Background: an optimization exercise with open tools, aiming at small area, a short achievable clock period and few clock cycles per item. Do not read the settings as production practice.
Function was not checked in any run shown here: the RTL went through the layout flow alone.

==> flow/design.v <==
package mao_pkg;
	localparam int WindowDepth = 32;
	localparam int AddrW       = 5;
	localparam int SampleW     = 32;
	localparam int TapW        = 6;
	localparam int FactorW     = 16;
	localparam int CfgDataW    = 16;
	localparam int SumW        = SampleW + $clog2(WindowDepth);
	localparam int RemW        = 5;
	localparam int QuoW        = SampleW - 1;
	localparam logic [TapW-1:0] TapCountReset = TapW'(32);
endpackage
module mao_addsub (
	input  logic signed [mao_pkg::SumW-1:0] a,
	input  logic signed [mao_pkg::SumW-1:0] b,
	input  logic signed [mao_pkg::SumW-1:0] c,
	input  logic                            cin,
	output logic signed [mao_pkg::SumW-1:0] y
);
	assign y = a + b + c + mao_pkg::SumW'(cin);
endmodule
module mao_window_ram (
	input  logic                        clk,
	input  logic                        wr_en,
	input  logic                        wr_all,
	input  logic [mao_pkg::AddrW-1:0]   wr_addr,
	input  logic [mao_pkg::SampleW-1:0] wr_data,
	input  logic [mao_pkg::AddrW-1:0]   rd_addr,
	output logic [mao_pkg::SampleW-1:0] rd_data
);
	logic [mao_pkg::SampleW-1:0] mem [mao_pkg::WindowDepth];
	always_ff @(posedge clk) begin
		for (int i = 0; i < mao_pkg::WindowDepth; i++) begin
			if (wr_all || (wr_en && wr_addr == mao_pkg::AddrW'(i))) begin
				mem[i] <= wr_data;
			end
		end
	end
	assign rd_data = mem[rd_addr];
endmodule
module moving_average_oversampled (
	input  logic                                clk,
	input  logic                                arst_n,
	input  logic                                sample_valid,
	output logic                                sample_stall,
	input  logic signed [mao_pkg::SampleW-1:0]  sample,
	output logic                                result_valid,
	input  logic                                result_stall,
	output logic signed [mao_pkg::SampleW-1:0]  filtered,
	output logic                                clipped,
	input  logic                                cfg_valid,
	output logic                                cfg_ready,
	input  logic                                cfg_index,
	input  logic [mao_pkg::CfgDataW-1:0]        cfg_data
);
	localparam int SW = mao_pkg::SumW;    
	localparam int NU = 16;               
	localparam logic [NU-1:0] CUT = 16'b1001_0010_0100_1000;
	logic [5:0] tap_count_q;
	logic [5:0] fac_q;       
	logic [5:0] held_q;
	logic [5:0] tcur;
	logic [5:0] tcur_n;
	logic [5:0] cfg_fac;
	logic       cfg_taps_we;
	assign cfg_ready   = 1'b1;
	assign cfg_taps_we = cfg_valid && !cfg_index;
	assign cfg_fac = (cfg_data == '0) ? 6'd1 :
		((|cfg_data[15:6]) || (cfg_data[5:0] > 6'd33)) ? 6'd33 : cfg_data[5:0];
	assign tcur   = (tap_count_q > 6'd32) ? 6'd32 : tap_count_q;
	assign tcur_n = cfg_taps_we ? ((cfg_data[5:0] > 6'd32) ? 6'd32 : cfg_data[5:0]) : tcur;
	always_ff @(posedge clk or negedge arst_n) begin
		if (!arst_n) begin
			tap_count_q <= mao_pkg::TapCountReset;
			fac_q       <= 6'd1;
		end else if (cfg_valid) begin
			if (!cfg_index) tap_count_q <= cfg_data[5:0];
			else            fac_q       <= cfg_fac;
		end
	end
	logic        primed_q;
	logic [5:0]  teff_q;      
	logic [5:0]  p_q;         
	logic [4:0]  pe_q;        
	logic        alleq_q;     
	logic [4:0]  ra_q;        
	logic        stp_q, up_q, hlv_q;
	logic        sstall_q;
	logic [5:0]  d_q;
	logic [6:0]  d2_q, d3_q;
	logic [4:0]  dm1_q;
	logic        dq_ok_q;
	logic [2:0]  dc_cnt_q;
	logic [5:0]  dc_r_q;
	logic [5:0]  dc_quo_q;
	logic        f_sv_q, f_item_q, f_wr_q, f_wall_q;
	logic        f_azero_q, f_ahlv_q, f_bs_q, f_bsh_q, f_cw_q, f_neg_q;
	logic [31:0] f_s_q, f_w_q;
	logic [4:0]  f_wa_q;
	logic signed [SW-1:0] s_q;
	logic        v0_q;
	logic        or_v_q, os_v_q;
	logic [31:0] or_f_q, os_f_q;
	logic        or_c_q, os_c_q;
	logic        adv;
	logic        accept, prime_op, samp_op, step_op;
	logic [31:0] rd_data;
	assign adv          = !os_v_q;
	assign sample_stall = sstall_q;
	assign accept       = sample_valid && !sstall_q;
	assign prime_op     = accept && !primed_q;
	assign samp_op      = accept && primed_q;
	assign step_op      = adv && primed_q && stp_q && (hlv_q || (!f_wr_q && !f_wall_q));
	mao_window_ram u_ram (
		.clk     (clk),
		.wr_en   (f_wr_q),
		.wr_all  (f_wall_q),
		.wr_addr (f_wa_q),
		.wr_data (f_s_q),
		.rd_addr (ra_q),
		.rd_data (rd_data)
	);
	logic [5:0] teff_n, p_n, pe_inc;
	logic [4:0] pe_n, ra_n;
	logic       alleq_n, primed_n, stp_n, up_n, hlv_n;
	logic       teq_n;
	logic       dq_ok_n, adv_n, os_v_n, can_n, pipe_busy;
	assign pe_inc = {1'b0, pe_q} + 6'd1;
	always_comb begin
		teff_n   = teff_q;
		p_n      = p_q;
		pe_n     = pe_q;
		alleq_n  = alleq_q;
		primed_n = primed_q;
		if (prime_op) begin
			teff_n   = 6'd32;
			pe_n     = p_q[5] ? 5'd0 : p_q[4:0];
			alleq_n  = 1'b1;
			primed_n = 1'b1;
		end else if (samp_op) begin
			p_n     = pe_inc;
			pe_n    = (pe_inc >= teff_q) ? 5'd0 : pe_inc[4:0];
			alleq_n = 1'b0;
		end else if (step_op) begin
			if (hlv_q)     teff_n = {1'b0, teff_q[5:1]};
			else if (up_q) teff_n = teff_q + 6'd1;
			else           teff_n = teff_q - 6'd1;
			pe_n = (p_q >= teff_n) ? 5'd0 : p_q[4:0];
		end
	end
	assign stp_n = primed_n && (teff_n != tcur_n);
	assign up_n  = teff_n < tcur_n;
	assign hlv_n = alleq_n && !teff_n[0] && (teff_n != 6'd0) &&
		({tcur_n, 2'b00} < ({1'b0, teff_n, 1'b0} + {2'b00, teff_n}));
	assign teq_n = (teff_n == tcur_n);
	assign ra_n  = teq_n ? pe_n : (up_n ? teff_n[4:0] : 5'(teff_n - 6'd1));
	always_ff @(posedge clk or negedge arst_n) begin
		if (!arst_n) begin
			primed_q <= 1'b0;
			teff_q   <= '0;
			p_q      <= '0;
			pe_q     <= '0;
			alleq_q  <= 1'b0;
			ra_q     <= '0;
			stp_q    <= 1'b0;
			up_q     <= 1'b0;
			hlv_q    <= 1'b0;
			sstall_q <= 1'b0;
		end else begin
			primed_q <= primed_n;
			teff_q   <= teff_n;
			p_q      <= p_n;
			pe_q     <= pe_n;
			alleq_q  <= alleq_n;
			ra_q     <= ra_n;
			stp_q    <= stp_n;
			up_q     <= up_n;
			hlv_q    <= hlv_n;
			sstall_q <= !can_n;
		end
	end
	always_ff @(posedge clk or negedge arst_n) begin
		if (!arst_n) begin
			held_q <= 6'd1;
		end else if (prime_op) begin
			held_q <= fac_q;
		end
	end
	logic [6:0] dc_t, dc_diff;
	logic       dc_ge;
	logic [5:0] dc_res;
	logic       dc_restart, d_load;
	assign dc_restart = cfg_taps_we || prime_op;
	assign d_load     = !dq_ok_q && (dc_cnt_q == 3'd6) && (teff_q == tcur) && !pipe_busy;
	assign dc_t    = {dc_r_q, tcur[3'd5 - dc_cnt_q]};
	assign dc_diff = dc_t - {1'b0, held_q};
	assign dc_ge   = !dc_diff[6];
	assign dc_res  = (dc_quo_q == '0) ? 6'd1 : dc_quo_q;
	always_ff @(posedge clk or negedge arst_n) begin
		if (!arst_n) begin
			d_q      <= 6'd1;
			d2_q     <= 7'd2;
			d3_q     <= 7'd3;
			dm1_q    <= 5'd0;
			dq_ok_q  <= 1'b0;
			dc_cnt_q <= '0;
			dc_r_q   <= '0;
			dc_quo_q <= '0;
		end else begin
			if (dc_restart) begin
				dc_cnt_q <= '0;
				dc_r_q   <= '0;
				dc_quo_q <= '0;
			end else if (dc_cnt_q != 3'd6) begin
				dc_cnt_q <= dc_cnt_q + 3'd1;
				dc_r_q   <= dc_ge ? dc_diff[5:0] : dc_t[5:0];
				dc_quo_q <= {dc_quo_q[4:0], dc_ge};
			end
			if (prime_op) begin
				d_q     <= 6'd32;
				d2_q    <= 7'd64;
				d3_q    <= 7'd96;
				dm1_q   <= 5'd31;
				dq_ok_q <= (fac_q == 6'd1);
			end else if (step_op) begin
				dq_ok_q <= 1'b0;
			end else if (d_load) begin
				d_q     <= dc_res;
				d2_q    <= {dc_res, 1'b0};
				d3_q    <= {dc_res, 1'b0} + {1'b0, dc_res};
				dm1_q   <= 5'(dc_res - 6'd1);
				dq_ok_q <= 1'b1;
			end
		end
	end
	always_comb begin
		dq_ok_n = dq_ok_q;
		if (prime_op) dq_ok_n = (fac_q == 6'd1);
		else if (step_op) dq_ok_n = 1'b0;
		else if (d_load) dq_ok_n = 1'b1;
	end
	assign can_n = adv_n && (!primed_n ||
		(teq_n && dq_ok_n && !prime_op && !(samp_op && teff_q == 6'd1)));
	always_ff @(posedge clk or negedge arst_n) begin
		if (!arst_n) begin
			f_sv_q   <= 1'b0;
			f_item_q <= 1'b0;
			f_wr_q   <= 1'b0;
			f_wall_q <= 1'b0;
		end else if (adv) begin
			f_sv_q   <= prime_op || samp_op || step_op;
			f_item_q <= prime_op || samp_op;
			f_wr_q   <= samp_op;
			f_wall_q <= prime_op;
		end
	end
	always_ff @(posedge clk) begin
		if (adv) begin
			f_s_q     <= sample;
			f_w_q     <= rd_data;
			f_wa_q    <= pe_q;
			f_azero_q <= prime_op;
			f_ahlv_q  <= !accept && hlv_q;
			f_bs_q    <= samp_op && teff_q != 6'd0;
			f_bsh_q   <= prime_op;
			f_cw_q    <= (samp_op && teff_q != 6'd0) || (!accept && !hlv_q);
			f_neg_q   <= samp_op || !up_q;
		end
	end
	logic signed [SW-1:0] add_a, add_b, add_c, add_y;
	assign add_a = f_azero_q ? '0 : (f_ahlv_q ? {s_q[SW-1], s_q[SW-1:1]} : s_q);
	assign add_b = f_bs_q ? SW'($signed(f_s_q)) : (f_bsh_q ? {f_s_q, 5'd0} : '0);
	assign add_c = f_cw_q ? (SW'($signed(f_w_q)) ^ {SW{f_neg_q}}) : '0;
	mao_addsub u_add (
		.a   (add_a),
		.b   (add_b),
		.c   (add_c),
		.cin (f_cw_q && f_neg_q),
		.y   (add_y)
	);
	always_ff @(posedge clk or negedge arst_n) begin
		if (!arst_n) begin
			v0_q <= 1'b0;
		end else if (adv) begin
			v0_q <= f_item_q;
		end
	end
	always_ff @(posedge clk) begin
		if (adv && f_sv_q) begin
			s_q <= add_y;
		end
	end
	logic [NU:0]       b_v, b_sg, b_sat, b_clp;
	logic [NU:0][4:0]  b_r;
	logic [NU:0][30:0] b_d;
	logic              x_sg;
	logic [35:0]       x_m;
	logic              x_eq, x_small;
	assign x_sg    = s_q[SW-1];
	assign x_m     = s_q[35:0] ^ {36{x_sg}};
	assign x_eq    = ({1'b0, x_m[35:31]} == d_q);
	assign x_small = (x_m[30:5] == '0) && (x_m[4:0] < dm1_q);
	assign b_v[0]   = v0_q;
	assign b_sg[0]  = x_sg;
	assign b_sat[0] = ({1'b0, x_m[35:31]} >= d_q);
	assign b_clp[0] = b_sat[0] && !(x_sg && x_eq && x_small);
	assign b_r[0]   = x_m[35:31];
	assign b_d[0]   = x_m[30:0];
	for (genvar u = 0; u < NU; u++) begin : g_unit
		logic [4:0]  r_o;
		logic [30:0] d_o;
		if (u == 0) begin : g_r2
			logic [5:0] t;
			logic [6:0] df;
			assign t   = {b_r[u], b_d[u][30]};
			assign df  = {1'b0, t} - {1'b0, d_q};
			assign r_o = df[6] ? t[4:0] : df[4:0];
			assign d_o = {b_d[u][29:0], !df[6]};
		end else begin : g_r4
			logic [6:0] t;
			logic [7:0] e1, e2, e3;
			logic       g1, g2, g3;
			assign t   = {b_r[u], b_d[u][30:29]};
			assign e1  = {1'b0, t} - {2'b0, d_q};
			assign e2  = {1'b0, t} - {1'b0, d2_q};
			assign e3  = {1'b0, t} - {1'b0, d3_q};
			assign g1  = !e1[7];
			assign g2  = !e2[7];
			assign g3  = !e3[7];
			assign r_o = g3 ? e3[4:0] : (g2 ? e2[4:0] : (g1 ? e1[4:0] : t[4:0]));
			assign d_o = {b_d[u][28:0], g2, g3 || (g1 && !g2)};
		end
		if (CUT[u]) begin : g_reg
			always_ff @(posedge clk or negedge arst_n) begin
				if (!arst_n) begin
					b_v[u+1] <= 1'b0;
				end else if (adv) begin
					b_v[u+1] <= b_v[u];
				end
			end
			always_ff @(posedge clk) begin
				if (adv) begin
					b_sg[u+1]  <= b_sg[u];
					b_sat[u+1] <= b_sat[u];
					b_clp[u+1] <= b_clp[u];
					b_r[u+1]   <= r_o;
					b_d[u+1]   <= d_o;
				end
			end
		end else begin : g_wire
			assign b_v[u+1]   = b_v[u];
			assign b_sg[u+1]  = b_sg[u];
			assign b_sat[u+1] = b_sat[u];
			assign b_clp[u+1] = b_clp[u];
			assign b_r[u+1]   = r_o;
			assign b_d[u+1]   = d_o;
		end
	end
	assign pipe_busy = f_item_q || (|b_v);
	logic [31:0] fmt_f;
	logic        fmt_c;
	logic [31:0] neg_q;
	assign neg_q = {1'b1, ~b_d[NU]} + {31'd0, (b_r[NU] != dm1_q)};
	assign fmt_f = b_sat[NU] ? (b_sg[NU] ? 32'h8000_0000 : 32'h7fff_ffff) :
		(b_sg[NU] ? neg_q : {1'b0, b_d[NU]});
	assign fmt_c = b_clp[NU];
	logic take, in_v;
	assign take = or_v_q && !result_stall;
	assign in_v = adv && b_v[NU];
	always_comb begin
		os_v_n = os_v_q;
		if (os_v_q) begin
			if (take) os_v_n = 1'b0;
		end else if (or_v_q && !take && in_v) begin
			os_v_n = 1'b1;
		end
	end
	assign adv_n = !os_v_n;
	always_ff @(posedge clk or negedge arst_n) begin
		if (!arst_n) begin
			or_v_q <= 1'b0;
			os_v_q <= 1'b0;
		end else begin
			os_v_q <= os_v_n;
			if (os_v_q) begin
				if (take) or_v_q <= 1'b1;
			end else if (!or_v_q || take) begin
				or_v_q <= in_v;
			end
		end
	end
	always_ff @(posedge clk) begin
		if (os_v_q) begin
			if (take) begin
				or_f_q <= os_f_q;
				or_c_q <= os_c_q;
			end
		end else if (!or_v_q || take) begin
			or_f_q <= fmt_f;
			or_c_q <= fmt_c;
		end else begin
			os_f_q <= fmt_f;
			os_c_q <= fmt_c;
		end
	end
	assign result_valid = or_v_q;
	assign filtered     = or_f_q;
	assign clipped      = or_c_q;
endmodule
==> flow/run.sh <==
#!/bin/bash
# synth_recipe.tcl (not shown) runs the flow's synth.tcl, then flattens the netlist and writes it again
# the make line also repeats each setting of config.mk as NAME=value (left out here)
make -C /OpenROAD-flow-scripts/flow DESIGN_CONFIG=/design/flow/config.mk WORK_HOME=/design/flow/orfs CLKGATE_MAP_FILE= SYNTH_SCRIPT=/design/flow/synth_recipe.tcl finish
==> flow/config.mk <==
export PLATFORM = sky130hd
export DESIGN_NAME = moving_average_oversampled
export DESIGN_NICKNAME = moving_average_oversampled
export VERILOG_FILES = /design/flow/design.v
export SDC_FILE = /design/flow/constraint.sdc
export NUM_CORES = 4
export LEC_CHECK = 0
export ABC_CLOCK_PERIOD_IN_PS = 3000
export CAP_MARGIN = 20
export CORE_MARGIN = 2
export CORE_UTILIZATION = 40
export SLEW_MARGIN = 20
==> flow/constraint.sdc <==
create_clock -name core_clock -period 8.0 [get_ports {clk}]
set_input_delay 1.6000 -clock core_clock [delete_from_list [all_inputs] [get_ports {clk}]]
set_output_delay 1.6000 -clock core_clock [all_outputs]
set_load 0.01 [all_outputs]
==> flow_metrics.tcl, run 1 <==
set metrics [dict create \
    wl_per_cell_um 27.7 \
    cpMostUsedCell "ha_1" \
    grt_pass1_wl_um 307000 \
    maxSlewHeadroom 0.233 \
    track_usage 0.234 \
    yosys.area.top_type "edfxtp_1" \
    port_buffers 88 \
    finalCriticalPeriod_ns 7.55 \
    clk_pin_slew_ns 0.06 \
    maxCapViolations 0 \
    status "timing/DRC/antenna clean" \
    worst_slack_ns 0.449 \
    clock_sinks 1487 \
    slew_violations 0 \
    yosysMostFrequentCell "edfxtp_1" \
    slowest_stage "edfxtp_1" \
    die_h_um 423 \
    synth.distinct_cells 83 \
    antenna_found_initial 5 \
    dieArea_um2 179000 \
    drt_iter0_drc 5184 \
    htree_num_levels 4 \
    final_cell_area_um2 80700 \
    grt_max_degree 75 \
    crit_type "reg2reg" \
    synth_common_cells "edfxtp_1, ha_1, a22oi_1" \
    dr.pass1.iters 8 \
    drc 0 \
    worstPathRequired_ns 8.52 \
    area_growth_pct 14.7 \
    syn-mean-instance-area_um2 13.9 \
    insertion_delay_ns 0.84 \
    clock_path_buffers 3 \
    fin_util 0.463 \
    dpl_cell_area_um2 75100 \
    cp.arrival_ns 8.07 \
    via_per_inst 5.89 \
    initial_core_util 0.403 \
    final_cells 7736 \
    final_nets 5796 \
    grt_overflow 0 \
    cts_made_buffers 160 \
    r2r-start "s_q[30]$_DFFE_PP_" \
    end_kind "flip-flop" \
    gp_congestion 0.818 \
    root_buffer "clkbuf_16" \
    synth-main-ff-cell "edfxtp_1" \
    hold_class "reg2reg" \
    synth_top_area_frac 0.596 \
    ys.warnings.count 51 \
    placed_cells 7419 \
    grt_pass1_vias 44412 \
    finalSetupTns_ns 0 \
    max_slew.worst_pin.slew_ns 1.15 \
    max_freq_mhz 132 \
    fillCellCount 15216 \
    ys_seq_area_frac 0.628 \
    synth_top_cells_by_area "edfxtp_1, ha_1, dfrtp_1, a22oi_1, fa_1" \
    finalHoldViolations 0 \
    drive_gt1_frac 0.113 \
    num_rows 153 \
    ios 90 \
    setup.worst_path.start_class "flip-flop" \
    cts_tree "built" \
    hold_ws_ns 0.396 \
    routed_wl_um 214000 \
    synth_edf_count 1396 \
    ant_nets 0 \
    setup_viol 0 \
    dp_slack_ns 0.0230 \
    cts-hold-fix-buffers 0 \
    coreArea_um2 174000 \
    path_max_fanout 9 \
    cp-startpoint "s_q[30]$_DFFE_PP_" \
    ys_ff_latch 1487 \
    syn-num-nets 5566 \
    clock_skew_ns 0.0923 \
    hp-start "b_d[133]$_DFFE_PN_" \
    vias 45554 \
    synth-async-reset-ratio 0.0612 \
    synth_area_um2 70400 \
    dp.final_hpwl_um 121000 \
    slowest_delay_ns 0.45 \
    die_x_um 423 \
    synth_cells 5045 \
    finalCritPeriodShare 0.944 \
]
-- routing by layer --
layer	global-route usage	up-vias	part of all wire
met5	0.00403	-	0.00048
met4	0.0869	2	0.039
met3	0.0399	477	0.085
met2	0.404	2202	0.49
met1	0.294	22770	0.38
li1	-	20103	-
-- sequential cells by signal, indices dropped and copies added, names as in the netlist, 7 cells and up --
signal and cells:
f_s_q 32, or_f_q 32, b_r 25, s_q 37, f_w_q 32, d3_q 7, b_d 155, os_f_q 32
u_ram.mem 1024
-- critical path: cells and delay by family (launching register included) --
kind | cells | cell delay, ns
buffers and inverters | 3 | 0.43
xor gates and xnor gates | 1 | 0.18
adders and majority gates | 5 | 1.44
muxes | 3 | 0.76
DFF | 1 | 0.45
and+or+nand+nor | 6 | 1.23
AOI/OAI and AO/OA | 15 | 2.79
-- kinds of logic after synthesis --
logic type,share of synthesized area
mux,0.0254
flops,0.628
simple gates,0.0668
buf+inv,0.0227
xor+xnor,0.0322
fa+ha+maj,0.0921
compound gates,0.132
other cells,0.0000533
-- placed cells by master (no fill, tap or decap), drive strengths merged, types with 20 or more instances in the layout --
master,instances
xnor2,123
o211ai,27
nand3,68
mux2i,111
clkinv,76
buf,171
nor2b,72
xor2,136
a21oi,235
ha,382
a22oi,254
o21a,34
inv,231
fa,85
nand4,79
o21ai,163
a211oi,22
clkbuf,204
dfrtp,86
a222oi,32
o22ai,20
edfxtp,1396
nor3,77
nor2,220
nor4,23
nand2,201
mux2,60
or2,49
a22o,132
a21o,132
o21bai,25
o31ai,23
a221oi,118
clkdlybuf4s50,87
nand2b,65
-- path summary, 6_finish.rpt --
| path | to | slack [ns] | depth (start not counted) |
|---|---|---|---|
| worst max-delay path | b_r[20]$_DFFE_PN_ | 0.45 | 33 |
| worst min-delay path | b_d[232]$_DFFE_PN_ | 0.40 | 0 |
| worst max register to register | b_r[20]$_DFFE_PN_ | 0.45 | 33 |
| worst min register to register | b_d[232]$_DFFE_PN_ | 0.40 | 0 |
| max in group asynchronous | d2_q[2]$_DFFE_PN0P_ | 6.05 | 2 |
| min in group asynchronous | dm1_q[1]$_DFFE_PN0P_ | 0.75 | 1 |
-- cell type report --
class | count | area (um2) | area share
Antenna cell | 1 | 2.50 | 0.0000310
Clock buffer | 203 | 4190 | 0.0519
Clock inverter | 94 | 1050 | 0.0131
Inverter | 230 | 875 | 0.0108
Multi-Input combinational cell | 3137 | 25100 | 0.312
Sequential cell | 1487 | 44200 | 0.548
Tap cell | 2325 | 2910 | 0.0361
Timing Repair Buffer | 259 | 2310 | 0.0286
-- timing repair --
action                     4_1_cts  5_1_grt
setup endpoints to repair        0        7
setup buffers                    0        6
gates resized for setup          0       27
==> run 2, diff against run 1 <==
--- a/flow/config.mk
+++ b/flow/config.mk
@@ -11,2 +11,3 @@
 export CORE_UTILIZATION = 40
+export SETUP_SLACK_MARGIN = 5
 export SLEW_MARGIN = 20
==> run 2 against run 1 <==
Utilization grew 4.3 points. Cell area up 9.2%. Synthesized area is the same. Global-route usage up 0.95 points. Sequential share of layout area down 4.6 points. Count of clock-buffer cells in the layout down 9.
==> flow_metrics.tcl, run 2 <==
set metrics [dict create \
    status "timing/DRC/antenna clean" \
    dp.final_hpwl_um 121000 \
    setup.worst_path.start_class "flip-flop" \
    grt_pass1_vias 46336 \
    synth_area_um2 70400 \
    clock_sinks 1487 \
    drive_gt1_frac 0.268 \
    synth-main-ff-cell "edfxtp_1" \
    yosysMostFrequentCell "edfxtp_1" \
    coreArea_um2 174000 \
    largest-register "u_ram.mem" \
    ys.warnings.count 51 \
    cts_tree "built" \
    maxSlewHeadroom 0.253 \
    synth_top_cells_by_area "edfxtp_1, ha_1, dfrtp_1, a22oi_1, fa_1" \
    dr.pass1.iters 7 \
    cp.arrival_ns 7.59 \
    max_freq_mhz 142 \
    syn-num-nets 5566 \
    area_growth_pct 25.3 \
    antenna_found_initial 6 \
    hold_class "reg2reg" \
    path_max_fanout 5 \
    largest_reg_flops 1024 \
    rsz0062_at_grt "true" \
    hold_ws_ns 0.385 \
    htree_num_levels 4 \
    clock_path_buffers 3 \
    drc 0 \
    track_usage 0.244 \
    yosys.area.top_type "edfxtp_1" \
    via_per_inst 5.88 \
    grt_pass1_wl_um 320000 \
    routed_wl_um 226000 \
    wl_per_cell_um 27.8 \
    root_buffer "clkbuf_16" \
    grt_overflow 0 \
    cts-hold-fix-buffers 0 \
    final_common_cell "edfxtp_1" \
    crit_type "reg2reg" \
    syn-mean-instance-area_um2 13.9 \
    die_h_um 423 \
    end_kind "flip-flop" \
    synth.distinct_cells 83 \
    slowest_delay_ns 0.47 \
    final_nets 6192 \
    synth_cells 5045 \
    setup_viol 0 \
    port_buffers 88 \
    finalHoldViolations 0 \
    num_rows 153 \
    slowest_stage "edfxtp_1" \
    finalCriticalPeriod_ns 7.07 \
    die_x_um 423 \
    dieArea_um2 179000 \
    maxCapViolations 0 \
    insertion_delay_ns 0.82 \
    ys_seq_area_frac 0.628 \
    finalCritPeriodShare 0.883 \
    gp_congestion 0.847 \
    initial_core_util 0.403 \
    cts_made_buffers 158 \
    worstPathRequired_ns 8.52 \
    slew_violations 0 \
    ant_nets 0 \
    synth-async-reset-ratio 0.0612 \
    layout_common_cells "edfxtp_1, buf_4, ha_1, a22oi_1, inv_1" \
    drt_iter0_drc 5336 \
    finalSetupTns_ns 0 \
    max_slew.worst_pin.slew_ns 1.11 \
    synth_common_cells "edfxtp_1, ha_1, a22oi_1" \
    clk_pin_slew_ns 0.06 \
    ios 90 \
    top_regs "u_ram.mem x1024, b_d x155, s_q x37" \
    cpMostUsedCell "o21ai_4" \
    vias 47793 \
    clock_skew_ns 0.0568 \
    grt_max_degree 144 \
    synth_edf_count 1396 \
    synth_top_area_frac 0.596 \
    ys_ff_latch 1487 \
]
-- run 2: cell counts after synthesis --
Identical to the previous run, type by type.
-- run 2: per-layer routing --
metal | part of all wire | track usage | up-vias
met5 | 0.000040 | 0 | -
met3 | 0.082 | 0.0385 | 556
met4 | 0.049 | 0.109 | 2
li1 | - | - | 20888
met2 | 0.49 | 0.414 | 2295
met1 | 0.38 | 0.307 | 24052
-- run 2: metrics by stage --
stage | util | worst slack (ns) | cell area (um2) | cells
after floorplan | - | 0.608 | 71400 | 5045
after global placement | 0.434 | 0.293 | 75800 | 7397
after detailed placement | 0.435 | 0.206 | 75800 | 7399
after CTS | 0.492 | 1.01 | 85800 | 8006
after global routing | 0.505 | 0.666 | 88100 | 8129
final | 0.505 | 0.933 | 88100 | 8130
-- run 2: cell type report --
| type | count | area [um2] |
|---|---|---|
| fillers | 14469 | 86300 |
| inverters | 230 | 930 |
| well taps | 2325 | 2910 |
| repair inverters | 3 | 26.3 |
| diodes | 1 | 2.50 |
| clock buffers | 194 | 4140 |
| flip-flops and latches | 1487 | 44200 |
| clock inverters | 99 | 1210 |
| multi-input cells | 3138 | 28800 |
| repair buffers | 653 | 5900 |
-- run 2: worst max-delay path: cells and delay by family, from the launching register on --
family,cells,cell delay [ns]
and+or+nand+nor,5,0.86
xor gates and xnor gates,1,0.19
DFF,1,0.47
adders and majority gates,5,1.32
buffers and inverters,2,0.22
muxes,4,1.15
AOI/OAI and AO/OA,17,2.58
-- run 2: final timing paths --
check | startpoint | cells past startpoint | slack [ns] | endpoint
min | b_d[125]$_DFFE_PN_ | 0 | 0.38 | b_d[224]$_DFFE_PN_
min reg2reg | b_d[125]$_DFFE_PN_ | 0 | 0.38 | b_d[224]$_DFFE_PN_
max | s_q[36]$_DFFE_PP_ | 34 | 0.93 | b_r[20]$_DFFE_PN_
max reg2reg | s_q[36]$_DFFE_PP_ | 34 | 0.93 | b_r[20]$_DFFE_PN_
max in group asynchronous | arst_n | 2 | 6.02 | os_v_q$_DFF_PN0_
min in group asynchronous | arst_n | 1 | 0.81 | ra_q[0]$_DFF_PN0_
-- run 2: what timing repair did --
item / in CTS / in global routing
endpoints found under the hold margin: 0 / 0
cloned: 10 / 2
gates resized for setup: 610 / 279
pin swaps: 193 / 186
setup endpoints to repair: 293 / 145
buffers inserted: 304 / 118
-- run 2: logic make-up after synthesis --
kind of cell	after synthesis	share of synthesized area
adders and majority gates	467	0.0921
other	1	0.0000533
xor gates and xnor gates	259	0.0322
AOI/OAI and AO/OA	1305	0.132
muxes	171	0.0254
buffers and inverters	421	0.0227
and+or+nand+nor	934	0.0668
DFF	1487	0.628

-- port drivers added, routing unchanged --
In the flow no input, the clock included, has a driving cell. The finished layouts below were timed again as built, in two steps. Step 1 sets driving cells, clkbuf_16 on the clock port and buf_2 on the other inputs (assumed; they add their load-dependent delay and slew). Step 2, shift: input delay + t, output delay - t, t = (earliest + latest rising clock arrival at the registers) / 2. This alone moves slack from input paths to output paths. Slacks: ideal ports / drivers / drivers and shift; pairs: ideal ports / drivers.
run | shift t [ns] | slack for setup (ns) | clock arrival spread, ns
run 1 | 0.881 | 0.449 / 0.449 / 0.449 | 0.097 / 0.097
run 2 | 0.878 | 0.933 / 0.933 / 0.933 | 0.061 / 0.062
After both steps every run listed still meets setup and hold.
